Context: an optimization exercise on an open-source flow, tuned for a short achievable clock period and few clock cycles. The choices shown serve that exercise and are no tape-out recipe. RTL that was checked went through simulation tests only; none was proved equivalent to the original. For run 1, only the layout was checked, not whether the RTL still works. No activity file was given, so power comes from the tool's default toggle rates.

==> flow/design.v <==
`timescale 1ns/1ps
module l2_way_store
(
    input  logic                      clock,
    input  logic                      reset,
    input  logic [16-1:0]       lk_set_dec,    
    input  logic [4-1:0]   lk_set,
    input  logic [12-1:0]   lk_tag,
    output logic                      lk_hit,
    output logic [12-1:0]   lk_tag_out,
    output logic [64-1:0]  lk_line,
    output logic [16-1:0]       valid_vec,
    output logic [16-1:0]       dirty_vec,
    input  logic                      write_en,
    input  logic [4-1:0]   write_set,
    input  logic                      write_dirty,
    input  logic [12-1:0]   write_tag,
    input  logic [64-1:0]  write_line
);
    logic [16-1:0]      valid_bits;    
    logic [16-1:0]      dirty_bits;
    logic [12-1:0]  tag_mem  [16];
    logic [64-1:0] line_mem [16];
    logic [16-1:0]      match;
    always_ff @(posedge clock) begin
        if (reset) begin
            valid_bits <= '0;
            dirty_bits <= '0;
        end else if (write_en) begin
            valid_bits[write_set] <= 1'b1;
            dirty_bits[write_set] <= write_dirty;
        end
    end
    always_ff @(posedge clock) begin
        if (write_en) begin
            tag_mem[write_set]  <= write_tag;
            line_mem[write_set] <= write_line;
        end
    end
    always_comb begin
        for (int s = 0; s < 16; s++) begin
            match[s] = valid_bits[s] && (tag_mem[s] == lk_tag);
        end
    end
    assign lk_hit     = |(match & lk_set_dec);
    assign lk_tag_out = tag_mem[lk_set];
    assign lk_line    = line_mem[lk_set];
    assign valid_vec  = valid_bits;
    assign dirty_vec  = dirty_bits;
endmodule
`timescale 1ns/1ps
module l2_lru
(
    input  logic                                         clock,
    input  logic                                         reset,
    output logic [16-1:0][2-1:0]        lru_way,    
    input  logic                                         touch,
    input  logic [4-1:0]                      touch_set,
    input  logic [2-1:0]                      touch_way
);
    logic [16-1:0][4-1:0][2-1:0] ages;
    logic [2-1:0]                             touched_age;
    assign touched_age = ages[touch_set][touch_way];
    always_comb begin
        for (int s = 0; s < 16; s++) begin
            lru_way[s] = '0;
            for (int w = 0; w < 4; w++) begin
                if (ages[s][w] == '0) begin
                    lru_way[s] = w[2-1:0];
                end
            end
        end
    end
    always_ff @(posedge clock) begin
        if (reset) begin
            for (int s = 0; s < 16; s++) begin
                for (int w = 0; w < 4; w++) begin
                    ages[s][w] <= w[2-1:0];
                end
            end
        end else if (touch) begin
            for (int w = 0; w < 4; w++) begin
                if (w[2-1:0] == touch_way) begin
                    ages[touch_set][w] <= 2'(4 - 1);    
                end else if (ages[touch_set][w] > touched_age) begin
                    ages[touch_set][w] <= ages[touch_set][w] - 1'b1;
                end
            end
        end
    end
endmodule
`timescale 1ns/1ps
module l2_controller
#(
    parameter int WB_DEPTH = 4
)
(
    input  logic                                         clock,
    input  logic                                         reset,
    input  logic                                         core_req_write,
    input  logic [16-1:0]                     core_req_addr,
    input  logic [64-1:0]                     core_req_wdata,
    input  logic                                         core_req_valid,
    output logic                                         core_ack,
    output logic [64-1:0]                     core_rdata,
    output logic [16-1:0]                          lk_set_dec,
    output logic [4-1:0]                      lk_set,
    output logic [12-1:0]                      lk_tag,
    input  logic [4-1:0]                          lk_hit,
    input  logic [4-1:0][12-1:0]        lk_tag_out,
    input  logic [4-1:0][64-1:0]       lk_line,
    input  logic [4-1:0][16-1:0]            valid_vec,
    input  logic [4-1:0][16-1:0]            dirty_vec,
    output logic [4-1:0]                          way_write_en,
    output logic [4-1:0]                      write_set,
    output logic                                         write_dirty,
    output logic [12-1:0]                      write_tag,
    output logic [64-1:0]                     write_line,
    input  logic [16-1:0][2-1:0]        lru_way,
    output logic                                         touch,
    output logic [4-1:0]                      touch_set,
    output logic [2-1:0]                      touch_way,
    output logic                                         mem_rd_req,
    output logic [16-1:0]                     mem_rd_addr,
    input  logic                                         mem_rd_ack,
    input  logic [64-1:0]                     mem_rd_data,
    output logic                                         mem_wr_req,
    output logic [16-1:0]                     mem_wr_addr,
    output logic [64-1:0]                     mem_wr_data,
    input  logic                                         mem_wr_ack
);
    localparam int CNT_BITS = 3;    
    logic st_idle;      
    logic st_resp;      
    logic st_stall;     
    logic st_refill;    
    logic st_fill;      
    logic                                    write_q;
    logic [16-1:0]                addr_q;
    logic [64-1:0]                wdata_q;
    logic [2-1:0]                 tgt_q;       
    logic                                    vd_q;        
    logic [4-1:0][12-1:0]   lkt_q;       
    logic [4-1:0][64-1:0]  lkl_q;
    logic [64-1:0]                fill_q;
    logic                                    push_pend;   
    logic                                    rd_waitlow;  
    logic [WB_DEPTH-1:0][16-1:0]  wb_addr;
    logic [WB_DEPTH-1:0][64-1:0]  wb_data;
    logic [CNT_BITS-1:0]                     wb_count;
    logic                                    wr_busy;     
    logic                                    wr_waitlow;  
    logic [4-1:0]               in_set;
    logic                                  hit;
    logic [2-1:0]               hit_way;
    logic [16-1:0][2-1:0] set_victim;
    logic [16-1:0]                   set_vdirty;
    logic [2-1:0]               in_victim;
    logic                                  in_vdirty;
    logic                                  room;
    logic                                  in_hazard, q_hazard;
    logic                                  rd_free;
    logic                                  in_go_ack, in_go_read;
    logic                                  q_go_ack, q_go_read;
    logic [64-1:0]              in_rdata;
    assign in_set = core_req_addr[4-1:0];
    assign lk_set = in_set;
    assign lk_tag = core_req_addr[16-1:4];
    always_comb begin
        for (int s = 0; s < 16; s++) lk_set_dec[s] = (in_set == s[4-1:0]);
    end
    assign hit     = |lk_hit;
    assign hit_way = {lk_hit[3] | lk_hit[2], lk_hit[3] | lk_hit[1]};
    always_comb begin
        for (int s = 0; s < 16; s++) begin
            set_victim[s] = lru_way[s];
            set_vdirty[s] = dirty_vec[lru_way[s]][s];
            for (int w = 4 - 1; w >= 0; w--) begin
                if (!valid_vec[w][s]) begin
                    set_victim[s] = w[2-1:0];
                    set_vdirty[s] = 1'b0;
                end
            end
        end
    end
    assign in_victim = set_victim[in_set];
    assign in_vdirty = set_vdirty[in_set];
    assign room    = (wb_count != CNT_BITS'(WB_DEPTH));
    assign rd_free = !rd_waitlow;
    always_comb begin
        in_hazard = 1'b0;
        q_hazard  = 1'b0;
        for (int i = 0; i < WB_DEPTH; i++) begin
            if (CNT_BITS'(i) < wb_count) begin
                if (wb_addr[i] == core_req_addr) in_hazard = 1'b1;
                if (wb_addr[i] == addr_q)        q_hazard  = 1'b1;
            end
        end
    end
    assign in_go_ack  = hit || (core_req_write && (!in_vdirty || room));
    assign in_go_read = !hit && !core_req_write && (!in_vdirty || room) && !in_hazard && rd_free;
    assign q_go_ack   = write_q && (!vd_q || room);
    assign q_go_read  = !write_q && (!vd_q || room) && !q_hazard && rd_free;
    always_comb begin
        in_rdata = core_req_write ? core_req_wdata : '0;
        for (int w = 0; w < 4; w++) begin
            if (lk_hit[w] && !core_req_write) in_rdata = in_rdata | lk_line[w];
        end
    end
    always_ff @(posedge clock) begin
        if (reset) begin
            st_idle    <= 1'b1;
            st_resp    <= 1'b0;
            st_stall   <= 1'b0;
            st_refill  <= 1'b0;
            st_fill    <= 1'b0;
            core_ack   <= 1'b0;
            mem_rd_req <= 1'b0;
            push_pend  <= 1'b0;
            rd_waitlow <= 1'b0;
        end else begin
            push_pend <= 1'b0;
            if (rd_waitlow && !mem_rd_ack) rd_waitlow <= 1'b0;
            if (st_idle) begin
                if (core_req_valid) begin
                    st_idle <= 1'b0;
                    if (in_go_ack) begin
                        core_ack  <= 1'b1;
                        st_resp   <= 1'b1;
                        push_pend <= !hit && in_vdirty;
                    end else if (in_go_read) begin
                        mem_rd_req <= 1'b1;
                        st_refill  <= 1'b1;
                        push_pend  <= in_vdirty;
                    end else begin
                        st_stall <= 1'b1;
                    end
                end
            end
            if (st_stall) begin
                if (q_go_ack) begin
                    core_ack  <= 1'b1;
                    st_stall  <= 1'b0;
                    st_resp   <= 1'b1;
                    push_pend <= vd_q;
                end else if (q_go_read) begin
                    mem_rd_req <= 1'b1;
                    st_stall   <= 1'b0;
                    st_refill  <= 1'b1;
                    push_pend  <= vd_q;
                end
            end
            if (st_resp) begin
                core_ack <= 1'b0;
                st_resp  <= 1'b0;
                st_idle  <= 1'b1;
            end
            if (st_refill && mem_rd_ack) begin
                mem_rd_req <= 1'b0;
                rd_waitlow <= 1'b1;
                core_ack   <= 1'b1;
                st_refill  <= 1'b0;
                st_fill    <= 1'b1;
            end
            if (st_fill) begin
                core_ack <= 1'b0;
                st_fill  <= 1'b0;
                st_idle  <= 1'b1;
            end
        end
    end
    always_ff @(posedge clock) begin
        if (st_idle) begin
            write_q     <= core_req_write;
            addr_q      <= core_req_addr;
            wdata_q     <= core_req_wdata;
            tgt_q       <= hit ? hit_way : in_victim;
            vd_q        <= !hit && in_vdirty;
            lkt_q       <= lk_tag_out;
            lkl_q       <= lk_line;
            mem_rd_addr <= core_req_addr;
            core_rdata  <= in_rdata;
        end
        if (st_stall) begin
            mem_rd_addr <= addr_q;
            core_rdata  <= wdata_q;
        end
        if (st_refill) begin
            core_rdata  <= mem_rd_data;
            fill_q      <= mem_rd_data;
        end
    end
    assign way_write_en = ((st_resp && write_q) || st_fill) ? (4'(1) << tgt_q) : '0;
    assign write_set    = addr_q[4-1:0];
    assign write_dirty  = write_q;
    assign write_tag    = addr_q[16-1:4];
    assign write_line   = st_fill ? fill_q : wdata_q;
    assign touch        = st_resp || st_fill;
    assign touch_set    = addr_q[4-1:0];
    assign touch_way    = tgt_q;
    logic                       push, pop;
    logic [16-1:0]   push_addr;
    logic [64-1:0]   push_data;
    logic [CNT_BITS-1:0]        push_slot;
    logic [CNT_BITS-1:0]        count_after;
    assign push        = push_pend;
    assign push_addr   = {lkt_q[tgt_q], addr_q[4-1:0]};
    assign push_data   = lkl_q[tgt_q];
    assign pop         = wr_busy && mem_wr_ack;
    assign push_slot   = wb_count - CNT_BITS'(pop);
    assign count_after = wb_count + CNT_BITS'(push) - CNT_BITS'(pop);
    always_ff @(posedge clock) begin
        for (int i = 0; i < WB_DEPTH; i++) begin
            if (pop && i < WB_DEPTH - 1) begin
                wb_addr[i] <= wb_addr[i+1];
                wb_data[i] <= wb_data[i+1];
            end
            if (push && push_slot == CNT_BITS'(i)) begin
                wb_addr[i] <= push_addr;
                wb_data[i] <= push_data;
            end
        end
    end
    always_ff @(posedge clock) begin
        if (reset) begin
            wb_count   <= '0;
            wr_busy    <= 1'b0;
            wr_waitlow <= 1'b0;
        end else begin
            wb_count <= count_after;
            if (wr_busy) begin
                if (mem_wr_ack) begin
                    wr_busy    <= 1'b0;
                    wr_waitlow <= 1'b1;
                end
            end else if (wr_waitlow) begin
                if (!mem_wr_ack) begin
                    wr_waitlow <= 1'b0;
                    wr_busy    <= (wb_count != '0) || push;
                end
            end else begin
                wr_busy <= (wb_count != '0) || push;
            end
        end
    end
    assign mem_wr_req  = wr_busy;
    assign mem_wr_addr = wb_addr[0];
    assign mem_wr_data = wb_data[0];
endmodule
`timescale 1ns/1ps
module l2_cache
(
    input  logic                      clock,
    input  logic                      reset,
    input  logic                      core_req_valid,
    input  logic                      core_req_write,
    input  logic [16-1:0]  core_req_addr,
    input  logic [64-1:0]  core_req_wdata,
    output logic                      core_ack,
    output logic [64-1:0]  core_rdata,
    output logic                      mem_rd_req,
    output logic [16-1:0]  mem_rd_addr,
    input  logic                      mem_rd_ack,
    input  logic [64-1:0]  mem_rd_data,
    output logic                      mem_wr_req,
    output logic [16-1:0]  mem_wr_addr,
    output logic [64-1:0]  mem_wr_data,
    input  logic                      mem_wr_ack
);
    logic [16-1:0]                      lk_set_dec;
    logic [4-1:0]                  lk_set;
    logic [12-1:0]                  lk_tag;
    logic [4-1:0]                      lk_hit;
    logic [4-1:0][12-1:0]    lk_tag_out;
    logic [4-1:0][64-1:0]   lk_line;
    logic [4-1:0][16-1:0]        valid_vec;
    logic [4-1:0][16-1:0]        dirty_vec;
    logic [4-1:0]                      way_write_en;
    logic [4-1:0]                  write_set;
    logic                                     write_dirty;
    logic [12-1:0]                  write_tag;
    logic [64-1:0]                 write_line;
    logic [16-1:0][2-1:0]    lru_way;
    logic                                     touch;
    logic [4-1:0]                  touch_set;
    logic [2-1:0]                  touch_way;
    for (genvar w = 0; w < 4; w++) begin : g_way
        l2_way_store i_way_store (
            .clock       (clock),
            .reset       (reset),
            .lk_set_dec  (lk_set_dec),
            .lk_set      (lk_set),
            .lk_tag      (lk_tag),
            .lk_hit      (lk_hit[w]),
            .lk_tag_out  (lk_tag_out[w]),
            .lk_line     (lk_line[w]),
            .valid_vec   (valid_vec[w]),
            .dirty_vec   (dirty_vec[w]),
            .write_en    (way_write_en[w]),
            .write_set   (write_set),
            .write_dirty (write_dirty),
            .write_tag   (write_tag),
            .write_line  (write_line)
        );
    end
    l2_lru i_lru (
        .clock      (clock),
        .reset      (reset),
        .lru_way    (lru_way),
        .touch      (touch),
        .touch_set  (touch_set),
        .touch_way  (touch_way)
    );
    l2_controller i_controller (
        .clock          (clock),
        .reset          (reset),
        .core_req_write (core_req_write),
        .core_req_addr  (core_req_addr),
        .core_req_wdata (core_req_wdata),
        .core_req_valid (core_req_valid),
        .core_ack       (core_ack),
        .core_rdata     (core_rdata),
        .lk_set_dec     (lk_set_dec),
        .lk_set         (lk_set),
        .lk_tag         (lk_tag),
        .lk_hit         (lk_hit),
        .lk_tag_out     (lk_tag_out),
        .lk_line        (lk_line),
        .valid_vec      (valid_vec),
        .dirty_vec      (dirty_vec),
        .way_write_en   (way_write_en),
        .write_set      (write_set),
        .write_dirty    (write_dirty),
        .write_tag      (write_tag),
        .write_line     (write_line),
        .lru_way        (lru_way),
        .touch          (touch),
        .touch_set      (touch_set),
        .touch_way      (touch_way),
        .mem_rd_req     (mem_rd_req),
        .mem_rd_addr    (mem_rd_addr),
        .mem_rd_ack     (mem_rd_ack),
        .mem_rd_data    (mem_rd_data),
        .mem_wr_req     (mem_wr_req),
        .mem_wr_addr    (mem_wr_addr),
        .mem_wr_data    (mem_wr_data),
        .mem_wr_ack     (mem_wr_ack)
    );
endmodule
==> flow/run.sh <==
#!/bin/bash
# synth_recipe.tcl (not shown) runs the flow's synth.tcl, then flattens the netlist and writes it again
# the make line also repeats each setting of config.mk as NAME=value (left out here)
make -C /OpenROAD-flow-scripts/flow DESIGN_CONFIG=/design/flow/config.mk WORK_HOME=/design/flow/orfs CLKGATE_MAP_FILE= SYNTH_SCRIPT=/design/flow/synth_recipe.tcl finish
==> flow/config.mk <==
export PLATFORM = sky130hd
export DESIGN_NAME = l2_cache
export DESIGN_NICKNAME = l2_cache
export VERILOG_FILES = /design/flow/design.v
export SDC_FILE = /design/flow/constraint.sdc
export NUM_CORES = 4
export LEC_CHECK = 0
export ABC_CLOCK_PERIOD_IN_PS = 2500
export CAP_MARGIN = 20
export CORE_MARGIN = 2
export CORE_UTILIZATION = 30
export PLACE_DENSITY = 0.45
export SETUP_SLACK_MARGIN = 5
export SLEW_MARGIN = 20
==> flow/constraint.sdc <==
create_clock -name core_clock -period 8.0 [get_ports {clock}]
set_input_delay 1.6000 -clock core_clock [delete_from_list [all_inputs] [get_ports {clock}]]
set_output_delay 1.6000 -clock core_clock [all_outputs]
set_load 0.01 [all_outputs]
==> results by group, run 1 <==
Pwr
  • Worst vdd ir: about 0.25 mV
  • Total Power: around 73 mW
  • Leak: ~94 nW
  • PwrDens: ~240 nW/µm²
  • Clock Power Share: 40.2%
  • Flop pwr share: 49.3%
  • Pint: 55.0 mW
  • Psw: 18.3 mW
  • Net Sw Frac: between 20 and 25%
  • Comb pwr share: 10.5%

Clock network
  • H-tree level count: 6
  • CTS tree: built
  • Worst skew pair latency: ~1.1 ns
  • Root Driver: clkbuf_16
  • Num CTS Buffers: between 600 and 700
  • Max Buffers Root-to-Sink: 4
  • Clock Sink Count: 5986
  • Clock transition at path regs: approximately 0.060 ns

Critical path
  • Crit Reg-Reg Endpoint: i_lru.ages[51]
  • Req. time, crit path: approximately 9.0 ns
  • Cells on worst reg2reg path: 19
  • Critical register-to-register path startpoint: i_controller.tgt_q[1]
  • Arrival time at the worst endpoint: 4.88 ns
  • Critical Path End Type: flop
  • Crit-path max FO: 5
  • R2R Setup Slk: ~4.1 ns
  • Critical Path Start Type: flop
  • CP Class: flop to flop

Synth
  • Avg Inst Size Synth: approximately 19 µm²
  • Synth area leader: edfxtp_1
  • Sequential fraction of the synthesis area: between 70% and 80%
  • EDFF count, synth: ~5700
  • YS warnings: 5
  • Syn nets: ~13000
  • Post-synth ARST share: 0%
  • Synth unique cells: 83
  • Yosys top cell area share: between 60 and 70%
  • Mapped Area: 246000 µm²
  • Synth Flop Type: edfxtp_1
  • Post-synthesis cell count: between 10000 and 15000
  • Register bit total from synthesis: ~6000
  • Ranking of synthesized cells by area: edfxtp_1, mux4_2, xnor2_1, dfxtp_1, mux2_2

STA
  • RSZ-0062 raised after global routing: true
  • Final Hold Viols: 0
  • Max Clk Rate: roughly 0.26 GHz
  • Setup_tns: 0 ns
  • Final setup violation count: 0
  • Worst-Margin Slew: around 1.3 ns
  • Clock Skews: ~0.060 ns
  • Tcrit/Tclk final: about half
  • Final Worst Setup Slack: around 4.1 ns
  • Slew HR: between 10% and 20%
  • Pins Over Slew Limit: 0
  • Fin crit period: slightly below 4 ns

Die
  • Core area: ~820000 µm²
  • Ports: 313
  • Initial Utilization: 30.1%
  • Die height: 909 µm
  • Die area: around 830000 µm²
  • # rows: approximately 330
  • Die W: a little over 900 µm

Layout
  • Reg area: between 150000 and 200000 µm²
  • NumNets Final: between 10000 and 15000
  • Proportion of layout cells with a drive suffix above 1: 33.7%
  • P&R area growth vs syn: 23.0%
  • Fill count: 74700
  • Multi-input gate area: 70200 µm²
  • Finished Cell Area: 303000 µm²
  • Most frequent cells in the layout: edfxtp_1, mux4_2, xnor2_1, clkbuf_16, nand2_1
  • Most common cell after layout, fill and taps aside: edfxtp_1

Drt
  • WL met2: about 460000 µm
  • DRC: 0
  • Post-route antenna net violation count: 0
  • Top Metal Used: met5
  • DR vias/cell: 5.68
  • M1 WL: roughly 420000 µm
  • DRT iter0 DRCs: approximately 21000
  • Drt total wl: between 1000000 and 1500000 µm
  • Routed length on met3: 94000 µm
  • First-pass DRT Iterations: 6
  • WL per Instance: ~40 µm
  • Vias post-DR: around 140k

GRT
  • GRT Util Overall: 23.6%
  • Largest net degree at the start of global routing: 109
  • Vias in the first global route: ~140k
  • Total grt overflow: 0
  • First-pass GRT wire length: 1330000 µm
  • Initial antenna violation count: 85

Hold path
  • Hold Startpoint: g_way[2].i_way_store.dirty_bits[11]
  • Hold Path Cell Cnt: 2
  • Worst Hold Class: flop to flop
  • Hold endpoint: g_way[2].i_way_store.dirty_bits[11]

Run status
  • Status: finished clean

Placed design
  • DP Area: 265000 µm²
  • GPL Wtd Cong: around 0.9
  • HPWL after detailed placement: around 560000 µm
  • Port bufs: 312
  • Dpl ws: roughly 1.6 ns

Run
  • Max_cap viols: 0
## kinds of logic (layout without fill, tap and decap cells)
| group | count (synthesis) | after routing | synth area share (%) |
|---|---|---|---|
| AO/OA/AOI/OAI | 1147 | 1149 | 2.79 |
| XOR/XNOR | 902 | 902 | 3.22 |
| adder cells (fa/ha/maj) | 23 | 23 | 0.120 |
| buffers and inverters | 931 | 2726 | 1.75 |
| flip-flops | 5986 | 5986 | 72.0 |
| multiplexers | 1931 | 1931 | 16.5 |
| other | 0 | 48 | 0 |
| AND/OR/NAND/NOR | 1833 | 1838 | 3.67 |
## worst max-delay path, cell delays in order, from the launching register on
cell	delay, ns
edfxtp_1	0.37
buf_6	0.14
buf_16	0.15
mux4_2	0.57
mux4_2	0.49
mux2i_1	0.19
nor2_2	0.08
a21oi_4	0.15
buf_12	0.15
buf_6	0.10
ha_4	0.21
a21oi_4	0.22
buf_6	0.14
o22ai_4	0.06
nor2_1	0.13
buf_4	0.15
nor2_4	0.05
buf_6	0.18
a21oi_1	0.12
nor2_1	0.06
## layout make-up
cell class | instances | area share (%)
flip-flops and latches | 5986 | 58.5
multi-input cells | 5843 | 23.2
repair buffers | 1463 | 6.91
clock buffers | 855 | 5.78
well taps | 10900 | 4.49
clock inverters | 311 | 0.909
inverters | 97 | 0.132
diodes | 48 | 0.0397
## sequential cells by signal, indices dropped and copies added (netlist names), 2 cells and up
register,flops
g_way.i_way_store.line_mem,4096
g_way.i_way_store.tag_mem,768
i_controller.lkl_q,256
i_controller.wb_data,256
i_lru.ages,128
g_way.i_way_store.dirty_bits,64
g_way.i_way_store.valid_bits,64
i_controller.core_rdata,64
i_controller.fill_q,64
i_controller.wb_addr,64
i_controller.wdata_q,64
i_controller.lkt_q,48
i_controller.addr_q,16
i_controller.mem_rd_addr,16
i_controller.wb_count,3
i_controller.tgt_q,2
## worst max-delay path by stage
stage / endpoint / depth (start not counted) / slack, ns / startpoint
2_1_floorplan: i_controller.wb_addr[48] / 7 / 3.38 / mem_wr_ack
3_3_place_gp: i_controller.core_rdata[53] / 9 / 1.52 / core_req_addr[3]
3_5_place_dp: i_controller.core_rdata[18] / 9 / 1.57 / core_req_addr[3]
4_1_cts: mem_wr_data[52] / 1 / 4.11 / i_controller.wb_data[52]
5_1_grt: i_lru.ages[41] / 18 / 4.04 / i_controller.tgt_q[1]
6_report: i_lru.ages[51] / 19 / 4.09 / i_controller.tgt_q[1]
## per-stage QoR
stage	util, %	std cells	hold WS (ns)
6_report	37.0	25500	0.479
3_5_place_dp	32.5	23600	0.463
5_1_grt	37.0	25400	0.495
3_3_place_gp	32.5	23600	0.444
2_1_floorplan	-	12800	0.429
4_1_cts	36.6	25300	0.474
## metal layers
metal	up-vias	track usage, %
met4	16	6.87
met1	80000	33.7
li1	55200	-
met3	1417	4.28
met2	7918	37.0
met5	-	0
## repair_timing
item / in CTS / in global routing
pin swaps: 282 / 215
hold buffers: 0 / 0
gates cloned: 165 / 27
endpoints found under the setup margin: 7934 / 3155
buffers inserted: 382 / 84
endpoints found under the hold margin: 0 / 0
gates resized for setup: 2025 / 412
## cell usage after synthesis, types with 26 or more instances
cell type  instances
nor2_1           446
buf_4            121
a31oi_1           88
xnor2_1          868
nand3_1           54
xor2_1            33
a211oi_1          41
buf_2            251
o21ai_0          239
nor4_1           178
mux2_2           244
buf_1             78
a22oi_1          125
edfxtp_1        5716
nand4_1          424
o21ai_1           39
a22o_1            26
mux4_2          1667
clkbuf_1         380
nand2_1          538
a21oi_1          441
nor3_1            78
inv_1             95
dfxtp_1          270
## power by group through the flow
stage	logic [mW]	clock network (mW)	registers [mW]
after floorplan	3.41	0	36.7
after global placement	6.29	0	36.8
after detailed placement	6.29	0	36.8
after CTS	7.40	29.9	36.1
after global routing	7.98	31.1	36.1
final	7.69	29.4	36.1
==> inputs of run 2 (changes only) <==
--- a/flow/design.v
+++ b/flow/design.v
@@ -4,10 +4,13 @@
     input  logic                      clock,
     input  logic                      reset,
     input  logic [16-1:0]       lk_set_dec,    
-    input  logic [4-1:0]   lk_set,
+    input  logic [4-1:0]   lk_set,        
     input  logic [12-1:0]   lk_tag,
+    input  logic [4-1:0]   lk_in_set,     
+    input  logic                      lk_rd_en,      
     output logic                      lk_hit,
-    output logic [12-1:0]   lk_tag_out,
+    output logic [64-1:0]  lk_data,       
+    output logic [12-1:0]   lk_tag_out,    
     output logic [64-1:0]  lk_line,
     output logic [16-1:0]       valid_vec,
     output logic [16-1:0]       dirty_vec,
@@ -43,6 +46,7 @@
         end
     end
     assign lk_hit     = |(match & lk_set_dec);
+    assign lk_data = (lk_hit && lk_rd_en) ? line_mem[lk_in_set] : '0;
     assign lk_tag_out = tag_mem[lk_set];
     assign lk_line    = line_mem[lk_set];
     assign valid_vec  = valid_bits;
@@ -58,32 +62,31 @@
     input  logic [4-1:0]                      touch_set,
     input  logic [2-1:0]                      touch_way
 );
-    logic [16-1:0][4-1:0][2-1:0] ages;
-    logic [2-1:0]                             touched_age;
-    assign touched_age = ages[touch_set][touch_way];
+    logic [16-1:0][4-1:0][4-1:0] older;    
     always_comb begin
         for (int s = 0; s < 16; s++) begin
             lru_way[s] = '0;
             for (int w = 0; w < 4; w++) begin
-                if (ages[s][w] == '0) begin
-                    lru_way[s] = w[2-1:0];
+                logic oldest;
+                oldest = 1'b1;
+                for (int j = 0; j < 4; j++) begin
+                    if (j > w && !older[s][w][j]) oldest = 1'b0;
+                    if (j < w &&  older[s][j][w]) oldest = 1'b0;
                 end
+                if (oldest) lru_way[s] = w[2-1:0];
             end
         end
     end
     always_ff @(posedge clock) begin
-        if (reset) begin
-            for (int s = 0; s < 16; s++) begin
-                for (int w = 0; w < 4; w++) begin
-                    ages[s][w] <= w[2-1:0];
-                end
-            end
-        end else if (touch) begin
-            for (int w = 0; w < 4; w++) begin
-                if (w[2-1:0] == touch_way) begin
-                    ages[touch_set][w] <= 2'(4 - 1);    
-                end else if (ages[touch_set][w] > touched_age) begin
-                    ages[touch_set][w] <= ages[touch_set][w] - 1'b1;
+        for (int s = 0; s < 16; s++) begin
+            for (int i = 0; i < 4; i++) begin
+                for (int j = i + 1; j < 4; j++) begin
+                    if (reset) begin
+                        older[s][i][j] <= 1'b1;    
+                    end else if (touch && touch_set == s[4-1:0]) begin
+                        if (touch_way == i[2-1:0]) older[s][i][j] <= 1'b0;
+                        else if (touch_way == j[2-1:0]) older[s][i][j] <= 1'b1;
+                    end
                 end
             end
         end
@@ -92,7 +95,7 @@
 `timescale 1ns/1ps
 module l2_controller
 #(
-    parameter int WB_DEPTH = 4
+    parameter int WB_DEPTH = 2
 )
 (
     input  logic                                         clock,
@@ -104,9 +107,12 @@
     output logic                                         core_ack,
     output logic [64-1:0]                     core_rdata,
     output logic [16-1:0]                          lk_set_dec,
-    output logic [4-1:0]                      lk_set,
+    output logic [4-1:0]                      lk_set,        
     output logic [12-1:0]                      lk_tag,
+    output logic [4-1:0]                      lk_in_set,
+    output logic                                         lk_rd_en,
     input  logic [4-1:0]                          lk_hit,
+    input  logic [4-1:0][64-1:0]       lk_data,
     input  logic [4-1:0][12-1:0]        lk_tag_out,
     input  logic [4-1:0][64-1:0]       lk_line,
     input  logic [4-1:0][16-1:0]            valid_vec,
@@ -129,7 +135,7 @@
     output logic [64-1:0]                     mem_wr_data,
     input  logic                                         mem_wr_ack
 );
-    localparam int CNT_BITS = 3;    
+    localparam int CNT_BITS = 2;    
     logic st_idle;      
     logic st_resp;      
     logic st_stall;     
@@ -140,10 +146,11 @@
     logic [64-1:0]                wdata_q;
     logic [2-1:0]                 tgt_q;       
     logic                                    vd_q;        
-    logic [4-1:0][12-1:0]   lkt_q;       
-    logic [4-1:0][64-1:0]  lkl_q;
     logic [64-1:0]                fill_q;
     logic                                    push_pend;   
+    logic                                    push_q;      
+    logic [16-1:0]                vaddr_q;     
+    logic [64-1:0]                vline_q;
     logic                                    rd_waitlow;  
     logic [WB_DEPTH-1:0][16-1:0]  wb_addr;
     logic [WB_DEPTH-1:0][64-1:0]  wb_data;
@@ -164,21 +171,23 @@
     logic                                  q_go_ack, q_go_read;
     logic [64-1:0]              in_rdata;
     assign in_set = core_req_addr[4-1:0];
-    assign lk_set = in_set;
+    assign lk_set = addr_q[4-1:0];    
     assign lk_tag = core_req_addr[16-1:4];
+    assign lk_rd_en = !core_req_write;
+    assign lk_in_set = in_set;
     always_comb begin
         for (int s = 0; s < 16; s++) lk_set_dec[s] = (in_set == s[4-1:0]);
     end
     assign hit     = |lk_hit;
     assign hit_way = {lk_hit[3] | lk_hit[2], lk_hit[3] | lk_hit[1]};
-    always_comb begin
+    always_ff @(posedge clock) begin
         for (int s = 0; s < 16; s++) begin
-            set_victim[s] = lru_way[s];
-            set_vdirty[s] = dirty_vec[lru_way[s]][s];
+            set_victim[s] <= lru_way[s];
+            set_vdirty[s] <= dirty_vec[lru_way[s]][s];
             for (int w = 4 - 1; w >= 0; w--) begin
                 if (!valid_vec[w][s]) begin
-                    set_victim[s] = w[2-1:0];
-                    set_vdirty[s] = 1'b0;
+                    set_victim[s] <= w[2-1:0];
+                    set_vdirty[s] <= 1'b0;
                 end
             end
         end
@@ -203,9 +212,7 @@
     assign q_go_read  = !write_q && (!vd_q || room) && !q_hazard && rd_free;
     always_comb begin
         in_rdata = core_req_write ? core_req_wdata : '0;
-        for (int w = 0; w < 4; w++) begin
-            if (lk_hit[w] && !core_req_write) in_rdata = in_rdata | lk_line[w];
-        end
+        for (int w = 0; w < 4; w++) in_rdata = in_rdata | lk_data[w];
     end
     always_ff @(posedge clock) begin
         if (reset) begin
@@ -217,9 +224,11 @@
             core_ack   <= 1'b0;
             mem_rd_req <= 1'b0;
             push_pend  <= 1'b0;
+            push_q     <= 1'b0;
             rd_waitlow <= 1'b0;
         end else begin
             push_pend <= 1'b0;
+            push_q    <= push_pend;
             if (rd_waitlow && !mem_rd_ack) rd_waitlow <= 1'b0;
             if (st_idle) begin
                 if (core_req_valid) begin
@@ -276,19 +285,14 @@
             wdata_q     <= core_req_wdata;
             tgt_q       <= hit ? hit_way : in_victim;
             vd_q        <= !hit && in_vdirty;
-            lkt_q       <= lk_tag_out;
-            lkl_q       <= lk_line;
-            mem_rd_addr <= core_req_addr;
-            core_rdata  <= in_rdata;
-        end
-        if (st_stall) begin
-            mem_rd_addr <= addr_q;
-            core_rdata  <= wdata_q;
-        end
-        if (st_refill) begin
-            core_rdata  <= mem_rd_data;
-            fill_q      <= mem_rd_data;
         end
+        if (st_refill) fill_q <= mem_rd_data;
+    end
+    always_ff @(posedge clock) begin
+        if (st_idle && core_req_valid) mem_rd_addr <= core_req_addr;
+        if (st_idle)        core_rdata <= in_rdata;
+        else if (st_refill) core_rdata <= mem_rd_data;
+        else                core_rdata <= wdata_q;
     end
     assign way_write_en = ((st_resp && write_q) || st_fill) ? (4'(1) << tgt_q) : '0;
     assign write_set    = addr_q[4-1:0];
@@ -303,14 +307,32 @@
     logic [64-1:0]   push_data;
     logic [CNT_BITS-1:0]        push_slot;
     logic [CNT_BITS-1:0]        count_after;
-    assign push        = push_pend;
-    assign push_addr   = {lkt_q[tgt_q], addr_q[4-1:0]};
-    assign push_data   = lkl_q[tgt_q];
+    always_ff @(posedge clock) begin
+        if (push_pend) begin
+            vaddr_q <= {lk_tag_out[tgt_q], addr_q[4-1:0]};
+            vline_q <= lk_line[tgt_q];
+        end
+    end
+    assign push        = push_q;
+    assign push_addr   = vaddr_q;
+    assign push_data   = vline_q;
     assign pop         = wr_busy && mem_wr_ack;
     assign push_slot   = wb_count - CNT_BITS'(pop);
     assign count_after = wb_count + CNT_BITS'(push) - CNT_BITS'(pop);
+    logic shift0, push0, hold0;
+    assign shift0 = pop && !(push && push_slot == '0);
+    assign push0  = push && push_slot == '0;
+    assign hold0  = !pop && !push0;
     always_ff @(posedge clock) begin
-        for (int i = 0; i < WB_DEPTH; i++) begin
+        wb_addr[0] <= ({16{shift0}} & wb_addr[1]) |
+                      ({16{push0}}  & push_addr)  |
+                      ({16{hold0}}  & wb_addr[0]);
+        wb_data[0] <= ({64{shift0}} & wb_data[1]) |
+                      ({64{push0}}  & push_data)  |
+                      ({64{hold0}}  & wb_data[0]);
+    end
+    always_ff @(posedge clock) begin
+        for (int i = 1; i < WB_DEPTH; i++) begin
             if (pop && i < WB_DEPTH - 1) begin
                 wb_addr[i] <= wb_addr[i+1];
                 wb_data[i] <= wb_data[i+1];
@@ -371,6 +393,9 @@
     logic [4-1:0]                  lk_set;
     logic [12-1:0]                  lk_tag;
     logic [4-1:0]                      lk_hit;
+    logic                                     lk_rd_en;
+    logic [4-1:0]                  lk_in_set;
+    logic [4-1:0][64-1:0]   lk_data;
     logic [4-1:0][12-1:0]    lk_tag_out;
     logic [4-1:0][64-1:0]   lk_line;
     logic [4-1:0][16-1:0]        valid_vec;
@@ -391,7 +416,10 @@
             .lk_set_dec  (lk_set_dec),
             .lk_set      (lk_set),
             .lk_tag      (lk_tag),
+            .lk_in_set   (lk_in_set),
+            .lk_rd_en    (lk_rd_en),
             .lk_hit      (lk_hit[w]),
+            .lk_data     (lk_data[w]),
             .lk_tag_out  (lk_tag_out[w]),
             .lk_line     (lk_line[w]),
             .valid_vec   (valid_vec[w]),
@@ -423,7 +451,10 @@
         .lk_set_dec     (lk_set_dec),
         .lk_set         (lk_set),
         .lk_tag         (lk_tag),
+        .lk_in_set      (lk_in_set),
+        .lk_rd_en       (lk_rd_en),
         .lk_hit         (lk_hit),
+        .lk_data        (lk_data),
         .lk_tag_out     (lk_tag_out),
         .lk_line        (lk_line),
         .valid_vec      (valid_vec),
--- a/flow/config.mk
+++ b/flow/config.mk
@@ -8,7 +8,7 @@
 export ABC_CLOCK_PERIOD_IN_PS = 2500
 export CAP_MARGIN = 20
 export CORE_MARGIN = 2
-export CORE_UTILIZATION = 30
-export PLACE_DENSITY = 0.45
+export CORE_UTILIZATION = 55
+export PLACE_DENSITY = 0.65
 export SETUP_SLACK_MARGIN = 5
 export SLEW_MARGIN = 20
==> run 2 against run 1 <==
- cell count decreased by 18%
- first-iteration DRC count increased by 42%
- maximum frequency increased by 6.4%
- critical endpoint is now i_controller.core_rdata[5]
- still clean
- synthesized cell count increased by 1.5%
- wire length increased by 4.1%
- worst setup slack improved by 0.24 ns
- clock skew increased by 0.023 ns
- largest cell class unchanged
- sequential share of layout area decreased by 5.2 points
- highest routed layer unchanged
- flip-flop and latch count decreased by 364
- hold slack got worse by 0.033 ns
==> results by group, run 2 <==
Run status
  • Status: finished clean (unchanged)

Layout
  • Final core occ: 66.2% (was 37.0%)
  • Multi-input gate area: 91700 µm² (was 70200 µm²)
  • Max reg flops: 4096 (unchanged)
  • Most common cell after layout, fill and taps aside: edfxtp_1 (unchanged)
  • Proportion of layout cells with a drive suffix above 1: 40.4% (was 33.7%)
  • Fill count: 30100 (was 74700)
  • Most frequent cells in the layout: edfxtp_1, mux4_2, clkbuf_16, xnor2_1, buf_4 (was edfxtp_1, mux4_2, xnor2_1, clkbuf_16, nand2_1)
  • P&R area growth vs syn: 20.1% (was 23.0%)
  • NumNets Final: 14200 (about the same)
  • Top reg by flops: g_way.i_way_store.line_mem (unchanged)
  • Reg area: 165000 µm² (was 177000 µm²)
  • Cell Count, Final, Fillers Out: 20800 (was 25500)
  • Top flop regs: g_way.i_way_store.line_mem x4096, g_way.i_way_store.tag_mem x768, i_controller.wb_data x128 (was g_way.i_way_store.line_mem x4096, g_way.i_way_store.tag_mem x768)
  • Finished Cell Area: 309000 µm² (was 303000 µm²)

STA
  • RSZ-0062 raised after global routing: true (unchanged)
  • Setup_tns: 0 ns (unchanged)
  • Slew HR: 12.3% (was 11.7%)
  • Clock Skews: 0.0830 ns (was 0.0599 ns)
  • Min Hold Slack: 0.446 ns (was 0.479 ns)
  • Final Hold Viols: 0 (unchanged)
  • Max Clk Rate: 0.272 GHz (was 0.256 GHz)
  • Fin crit period: 3.67 ns (was 3.91 ns)
  • Pins Over Slew Limit: 0 (unchanged)
  • Tcrit/Tclk final: 45.9% (was 48.9%)
  • Final setup violation count: 0 (unchanged)
  • Worst-Margin Slew: 1.31 ns (about the same)

Synth
  • Sequential fraction of the synthesis area: 64.0% (was 72.0%)
  • Count leader, synth: edfxtp_1 (unchanged)
  • YS warnings: 5 (unchanged)
  • EDFF count, synth: 5188 (was 5716)
  • Avg Inst Size Synth: 19.9 µm² (was 19.3 µm²)
  • Syn nets: 13100 (was 12900)
  • Post-synthesis cell count: 12900 (was 12800)
  • Mapped Area: 257000 µm² (was 246000 µm²)
  • Ranking of synthesized cells by area: edfxtp_1, mux4_2, dfxtp_1, xnor2_1, nand4_1 (was edfxtp_1, mux4_2, xnor2_1, dfxtp_1, mux2_2)
  • Register bit total from synthesis: 5622 (was 5986)
  • Post-synth ARST share: 0% (unchanged)
  • Synth area leader: edfxtp_1 (unchanged)
  • Synth unique cells: 73 (was 83)
  • Synth cell count leaders: edfxtp_1, mux4_2, xnor2_1, clkbuf_1, dfxtp_1 (was edfxtp_1, mux4_2, xnor2_1, nand2_1, nor2_1)
  • Yosys top cell area share: 60.6% (was 69.8%)
  • Synth Flop Type: edfxtp_1 (unchanged)

Die
  • Die height: 688 µm (was 909 µm)
  • Ports: 313 (unchanged)
  • Die area: 473000 µm² (was 827000 µm²)
  • # rows: 251 (was 332)
  • Core area: 466000 µm² (was 817000 µm²)
  • Die W: 688 µm (was 909 µm)
  • Initial Utilization: 55.1% (was 30.1%)

GRT
  • GRT Util Overall: 44.2% (was 23.6%)
  • Vias in the first global route: 155000 (was 139000)
  • Total grt overflow: 0 (unchanged)
  • First-pass GRT wire length: 1390000 µm (was 1330000 µm)
  • Largest net degree at the start of global routing: 125 (was 109)
  • Initial antenna violation count: 83 (was 85)

Placed design
  • DP Area: 269000 µm² (was 265000 µm²)
  • HPWL after detailed placement: 529000 µm (was 558000 µm)
  • Port bufs: 312 (unchanged)
  • Post-Place Cells: 18900 (was 23600)
  • GPL Wtd Cong: 0.987 (was 0.907)

Critical path
  • Crit Reg-Reg Endpoint: i_controller.vline_q[19] (was i_lru.ages[51])
  • CP Class: input port to flop (was flop to flop)
  • R2R Setup Slk: 4.57 ns (was 4.09 ns)
  • Crit-path max FO: 7 (was 5)
  • Cells on worst reg2reg path: 10 (was 19)
  • Req. time, crit path: 9.04 ns (was 8.97 ns)
  • Arrival time at the worst endpoint: 4.72 ns (was 4.88 ns)
  • Critical Path End Type: flop (unchanged)
  • Critical Path Start Type: input port (was flop)

Clock network
  • Max Buffers Root-to-Sink: 4 (unchanged)
  • Clock Sink Count: 5622 (was 5986)
  • Clock transition at path regs: 0.06 ns (about the same)
  • CTS tree: built (unchanged)
  • H-tree level count: 6 (unchanged)
  • Num CTS Buffers: 602 (was 649)
  • Worst skew pair latency: 1.15 ns (was 1.12 ns)
  • Root Driver: clkbuf_16 (unchanged)

Drt
  • DRT iter0 DRCs: 30200 (was 21300)
  • WL per Instance: 50.8 µm (was 39.9 µm)
  • First-pass DRT Iterations: 9 (was 6)
  • DR vias/cell: 7.79 (was 5.68)
  • Post-route antenna net violation count: 0 (unchanged)
  • DRC: 0 (unchanged)
  • Drt total wl: 1060000 µm (was 1020000 µm)
  • Vias post-DR: 162000 (was 145000)

Hold path
  • Hold endpoint: i_controller.wb_data[99] (was g_way[2].i_way_store.dirty_bits[11])
  • Hold Startpoint: i_controller.vline_q[35] (was g_way[2].i_way_store.dirty_bits[11])
  • Hold Path Cell Cnt: 0 (was 2)
  • Worst Hold Class: flop to flop (unchanged)

Pwr
  • PwrDens: 231 nW/µm² (was 242 nW/µm²)
  • Leak: 98.7 nW (was 94.3 nW)
  • Worst vdd ir: 0.291 mV (was 0.251 mV)

Run
  • Max_cap viols: 0 (unchanged)
-- run 2: power breakdown --
part	internal (mW)	leakage, nW	switching [mW]
clock	16.3	9.69	12.1
combinational	4.62	38.7	5.18
sequential	32.9	50.3	0.376
-- run 2: worst max-delay path by stage --
| stage | start | end | slack (ns) | depth (start not counted) |
|---|---|---|---|---|
| 2_1_floorplan | mem_wr_ack | i_controller.wb_addr[16] | 4.11 | 7 |
| 3_3_place_gp | core_req_addr[14] | i_controller.st_refill | 1.98 | 11 |
| 3_5_place_dp | core_req_addr[14] | i_controller.mem_rd_req | 1.91 | 11 |
| 4_1_cts | core_req_addr[10] | i_controller.core_rdata[32] | 4.55 | 15 |
| 5_1_grt | core_req_addr[12] | i_controller.core_rdata[16] | 4.43 | 14 |
| 6_report | core_req_addr[14] | i_controller.core_rdata[5] | 4.33 | 14 |
-- run 2: kinds of logic (layout without fill, tap and decap cells) --
kind of cell               Yosys count  after routing  share of synthesized area, %
DFF                               5622           5622                          64.0
muxes                             3061           3061                          26.0
and+or+nand+nor                   1576           1578                          3.28
buffers and inverters             1037           2666                          1.91
xor gates and xnor gates           837            837                          2.85
AOI/OAI and AO/OA                  794            794                          1.92
adders and majority gates           12             12                        0.0584
other                                0             41                             0
-- run 2: stage by stage --
stage / total power [mW] / worst slack [ns]
final: 71.4 / 4.33
after global routing: 72.8 / 4.43
after CTS: 71.0 / 4.55
after detailed placement: 41.6 / 1.91
after global placement: 41.5 / 1.98
after floorplan: 38.9 / 4.11
-- run 2: area by class of cell --
class,count,area share (%)
inverter,25,0.0527
timing repair buffer,1527,7.91
clock buffer,807,5.41
tap,6198,2.51
clock inverter,304,1.01
multi-input combinational,6282,29.7
antenna,41,0.0332
timing repair inverter,3,0.00932
sequential,5622,53.4
-- run 2: timing repair --
| action | CTS | global route |
|---|---|---|
| pin swaps | 158 | 96 |
| setup endpoints to repair | 8338 | 2856 |
| cloned | 222 | 34 |
| gates resized for setup | 2105 | 226 |
| endpoints found under the hold margin | 0 | 0 |
| hold buffers | 0 | 0 |
| buffers inserted | 435 | 84 |
-- run 2: worst max-delay path, stage by stage --
cell and delay (ns):
buf_16 0.15, bufbuf_16 0.33, xor2_1 0.17, nor4_1 0.33, nand4_1 0.37, o2111ai_2 0.25
nor4_4 0.05, buf_4 0.17, buf_12 0.15, nor2_4 0.19, buf_12 0.22, buf_16 0.26
a21oi_1 0.15, a31oi_1 0.19
-- run 2: routing by layer --
metal	routed length (µm)	global-route usage (%)	up-vias
met3	170000	15.1	2927
met5	563	0	-
met2	455000	62.8	15300
met4	78900	25.6	42
li1	-	-	57700
met1	353000	60.1	86100
Testbench counts of run 2, summed over its fixed seeds: cycles 109,665.
==> inputs of run 3 (changes only) <==
==> flow/config.mk (replaced) <==
export PLATFORM = sky130hd
export DESIGN_NAME = l2_cache
export DESIGN_NICKNAME = l2_cache
export VERILOG_FILES = /design/flow/design.v
export SDC_FILE = /design/flow/constraint.sdc
export NUM_CORES = 4
export LEC_CHECK = 0
export CAP_MARGIN = 20
export CORE_MARGIN = 2
export CORE_UTILIZATION = 45
export PLACE_DENSITY = 0.55
export SETUP_SLACK_MARGIN = 5
export SLEW_MARGIN = 20
==> run 3 against run 2 <==
- still clean
- critical path depth fell by 1
- wire length grew 5.7%
- cell count increased by 7.1%
- highest routed layer unchanged
==> results by group, run 3 <==
Layout
  • NumNets Final: 14300 (was 14200)
  • Most common cell after layout, fill and taps aside: edfxtp_1 (unchanged)
  • Final core occ: 54.8% (was 66.2%)
  • Proportion of layout cells with a drive suffix above 1: 40.4% (about the same)
  • Most frequent cells in the layout: edfxtp_1, mux4_2, clkbuf_16, xnor2_1, buf_4 (unchanged)
  • Top flop regs: g_way.i_way_store.line_mem x4096, g_way.i_way_store.tag_mem x768, i_controller.wb_data x128 (unchanged)
  • Max reg flops: 4096 (unchanged)
  • P&R area growth vs syn: 21.3% (was 20.1%)
  • Finished Cell Area: 312000 µm² (was 309000 µm²)
  • Top reg by flops: g_way.i_way_store.line_mem (unchanged)

Synth
  • Ranking of synthesized cells by area: edfxtp_1, mux4_2, dfxtp_1, xnor2_1, nand4_1 (unchanged)
  • Sequential fraction of the synthesis area: 64.0% (unchanged)
  • Yosys top cell area share: 60.6% (unchanged)
  • Count leader, synth: edfxtp_1 (unchanged)
  • EDFF count, synth: 5188 (unchanged)
  • Post-synthesis cell count: 12900 (unchanged)
  • Synth unique cells: 73 (unchanged)
  • YS warnings: 5 (unchanged)
  • Post-synth ARST share: 0% (unchanged)
  • Syn nets: 13100 (unchanged)
  • Synth Flop Type: edfxtp_1 (unchanged)
  • Avg Inst Size Synth: 19.9 µm² (unchanged)
  • Register bit total from synthesis: 5622 (unchanged)
  • Synth cell count leaders: edfxtp_1, mux4_2, xnor2_1, clkbuf_1, dfxtp_1 (unchanged)
  • Mapped Area: 257000 µm² (unchanged)
  • Synth area leader: edfxtp_1 (unchanged)

Run status
  • Status: finished clean (unchanged)

Clock network
  • Root Driver: clkbuf_16 (unchanged)
  • Clock transition at path regs: 0.06 ns (about the same)
  • Worst skew pair latency: 1.13 ns (was 1.15 ns)
  • CTS tree: built (unchanged)
  • Max Buffers Root-to-Sink: 4 (unchanged)
  • Hold buffer count at cts: 0 (unchanged)
  • H-tree level count: 6 (unchanged)
  • Num CTS Buffers: 632 (was 602)
  • Clock Sink Count: 5622 (unchanged)

Critical path
  • CP Class: input port to flop (unchanged)
  • CP max-delay cell: nor4_2 (was nand4_1)
  • Critical Path End Type: flop (unchanged)
  • Req. time, crit path: 9.01 ns (was 9.04 ns)
  • Arrival time at the worst endpoint: 4.61 ns (was 4.72 ns)
  • CP cell instances: buf_16 > buf_12 > buf_16 > buf_4 > xnor2_1 > nand4_1 > nor4_2 > nor4_2 > nand4_1 > nor4_4 > buf_6 > nand2_4 > o41ai_4 (was buf_16 > bufbuf_16 > xor2_1 > nor4_1 > nand4_1 > o2111ai_2 > nor4_4 > buf_4 > buf_12 > nor2_4 > buf_12 > buf_16 > a21oi_1 > a31oi_1)
  • Crit-path max FO: 10 (was 7)
  • Crit path largest cell delay: 0.54 ns (was 0.37 ns)
  • Critical Path Start Type: input port (unchanged)

STA
  • Setup_tns: 0 ns (unchanged)
  • Max Clk Rate: 0.278 GHz (was 0.272 GHz)
  • Pins Over Slew Limit: 0 (unchanged)
  • Min Hold Slack: 0.450 ns (was 0.446 ns)
  • RSZ-0062 raised after global routing: true (unchanged)
  • Slew HR: 16.6% (was 12.3%)
  • Worst-Margin Slew: 1.25 ns (was 1.31 ns)
  • Final Hold Viols: 0 (unchanged)
  • Clock Skews: 0.0664 ns (was 0.0830 ns)
  • Tcrit/Tclk final: 45.0% (was 45.9%)
  • Final setup violation count: 0 (unchanged)
  • Fin crit period: 3.60 ns (was 3.67 ns)

Die
  • Die area: 577000 µm² (was 473000 µm²)
  • Initial Utilization: 45.2% (was 55.1%)
  • Die height: 760 µm (was 688 µm)
  • Die W: 760 µm (was 688 µm)
  • Core area: 569000 µm² (was 466000 µm²)
  • Ports: 313 (unchanged)
  • # rows: 277 (was 251)

Drt
  • First-pass DRT Iterations: 7 (was 9)
  • DRT iter0 DRCs: 25900 (was 30200)
  • DR vias/cell: 7.23 (was 7.79)
  • WL per Instance: 50.1 µm (was 50.8 µm)
  • Vias post-DR: 161000 (was 162000)
  • DRC: 0 (unchanged)
  • Drt total wl: 1120000 µm (was 1060000 µm)
  • Post-route antenna net violation count: 0 (unchanged)

Pwr
  • Pint: 54.1 mW (was 53.8 mW)
  • Clock Power Share: 40.2% (was 39.8%)
  • Leak: 99.5 nW (was 98.7 nW)
  • Total Power: 72.4 mW (was 71.4 mW)
  • Psw: 18.3 mW (was 17.6 mW)
  • Worst vdd ir: 0.231 mV (was 0.291 mV)
  • Net Sw Frac: 25.2% (was 24.7%)
  • Comb pwr share: 13.9% (was 13.7%)
  • Flop pwr share: 45.9% (was 46.5%)
  • PwrDens: 232 nW/µm² (was 231 nW/µm²)

GRT
  • First-pass GRT wire length: 1450000 µm (was 1390000 µm)
  • Initial antenna violation count: 74 (was 83)
  • Largest net degree at the start of global routing: 148 (was 125)
  • Vias in the first global route: 156000 (was 155000)
  • Total grt overflow: 0 (unchanged)
  • GRT Util Overall: 37.6% (was 44.2%)

Run
  • Max_cap viols: 0 (unchanged)

Placed design
  • DP Area: 271000 µm² (was 269000 µm²)
  • Port bufs: 312 (unchanged)
  • GPL Wtd Cong: 0.992 (was 0.987)
  • HPWL after detailed placement: 551000 µm (was 529000 µm)

Hold path
  • Worst Hold Class: flop to flop (unchanged)
run 3: cell count changes in the layout (fill, tap and decap cells not counted), sizes merged:
cell,delta
clkbuf,+62
buf,+60
clkinv,+23
bufinv,-10
diode,+6
inv,+4
bufbuf,+3
nand2,+2
nor2,+2
clkdlybuf4s15,+1
clkdlybuf4s50,-1
clkinvlp,-1
run 3: cell families (layout without fill, tap and decap cells):
family                   count (synthesis)  count (layout)  share of synthesized area [%]
AO/OA/AOI/OAI                          794             794                           1.92
XOR/XNOR                               837             837                           2.85
adder cells (fa/ha/maj)                 12              12                         0.0584
buffers and inverters                 1037            2807                           1.91
flip-flops                            5622            5622                           64.0
multiplexers                          3061            3061                           26.0
other                                    0              47                              0
AND/OR/NAND/NOR                       1576            1582                           3.28
run 3: power groups by stage:
stage / combinational [mW] / clock (mW) / sequential, mW
floorplan: 5.29 / 0 / 33.6
global placement: 7.83 / 0 / 33.8
detailed placement: 7.91 / 0 / 33.8
CTS: 9.62 / 29.3 / 33.3
global route: 10.3 / 30.4 / 33.3
finish: 10.0 / 29.1 / 33.3
run 3: critical path: cells and delay by family:
kind | cells | cell delay, ns
AOI/OAI and AO/OA | 1 | 0.28
xor gates and xnor gates | 1 | 0.16
buffers and inverters | 5 | 0.85
and+or+nand+nor | 6 | 1.63
run 3: metrics by stage:
step           setup slack (ns)  std cells
6_report                   4.40      22300
5_1_grt                    4.42      22300
4_1_cts                    4.55      22100
3_5_place_dp               1.47      20200
3_3_place_gp               1.43      20200
2_1_floorplan              4.11      12900
run 3: routing by layer:
layer | track usage (%) | routed length (µm)
met5 | 0 | 255
met4 | 19.5 | 72300
met3 | 10.5 | 141000
met2 | 56.2 | 497000
met1 | 50.7 | 407000
run 3: final cells by class:
| class | count | area [µm²] |
|---|---|---|
| Antenna cell | 47 | 118 |
| Timing Repair inverter | 3 | 28.8 |
| Clock inverter | 320 | 3120 |
| Inverter | 25 | 149 |
| Sequential cell | 5622 | 165000 |
| Multi-Input combinational cell | 6286 | 91200 |
| Tap cell | 7533 | 9430 |
| Fill cell | 43200 | 257000 |
| Timing Repair Buffer | 1605 | 25800 |
| Clock buffer | 854 | 17400 |
run 3: final timing paths:
check	startpoint	to	slack [ns]	depth (start not counted)
worst min-delay path	i_controller.vline_q[38]	i_controller.wb_data[102]	0.45	0
worst min register to register	i_controller.vline_q[38]	i_controller.wb_data[102]	0.45	0
worst max-delay path	core_req_addr[9]	i_controller.push_pend	4.40	13
worst max register to register	i_controller.addr_q[11]	i_controller.push_pend	4.61	9
run 3: what timing repair did:
action | CTS | global route
gates cloned | 232 | 53
buffers inserted | 468 | 122
setup endpoints to repair | 8896 | 1402
pin swaps | 143 | 95
resized for setup | 2030 | 304

-- static timing again, ports no longer ideal --
Ports are ideal in the flow. The routed layouts listed here were re-timed in OpenROAD. Step 1 assumes that a clkbuf_16 drives the clock port and a buf_2 every other input. Step 2, shift: input delay + t, output delay - t, t = (earliest + latest rising clock arrival at the registers) / 2. This alone moves slack from input paths to output paths. Three values: ideal, step 1, step 2; two values: the first two.
| run | t, ns | setup slack, ns | worst slew at a driven data input, ns | pins driven straight from the clock port |
|---|---|---|---|---|
| run 1 | 1.256 | 4.089 / 3.934 / 2.944 | 0.43 | 1 |
| run 2 | 1.246 | 4.325 / 3.948 / 2.702 | 0.80 | 1 |
| run 3 | 1.243 | 4.400 / 3.952 / 2.709 | 0.76 | 1 |
After both steps every run listed still meets setup and hold. The setup slack of run 3, which loses most, moves by -0.448 ns with the drivers and by -1.691 ns with both steps.
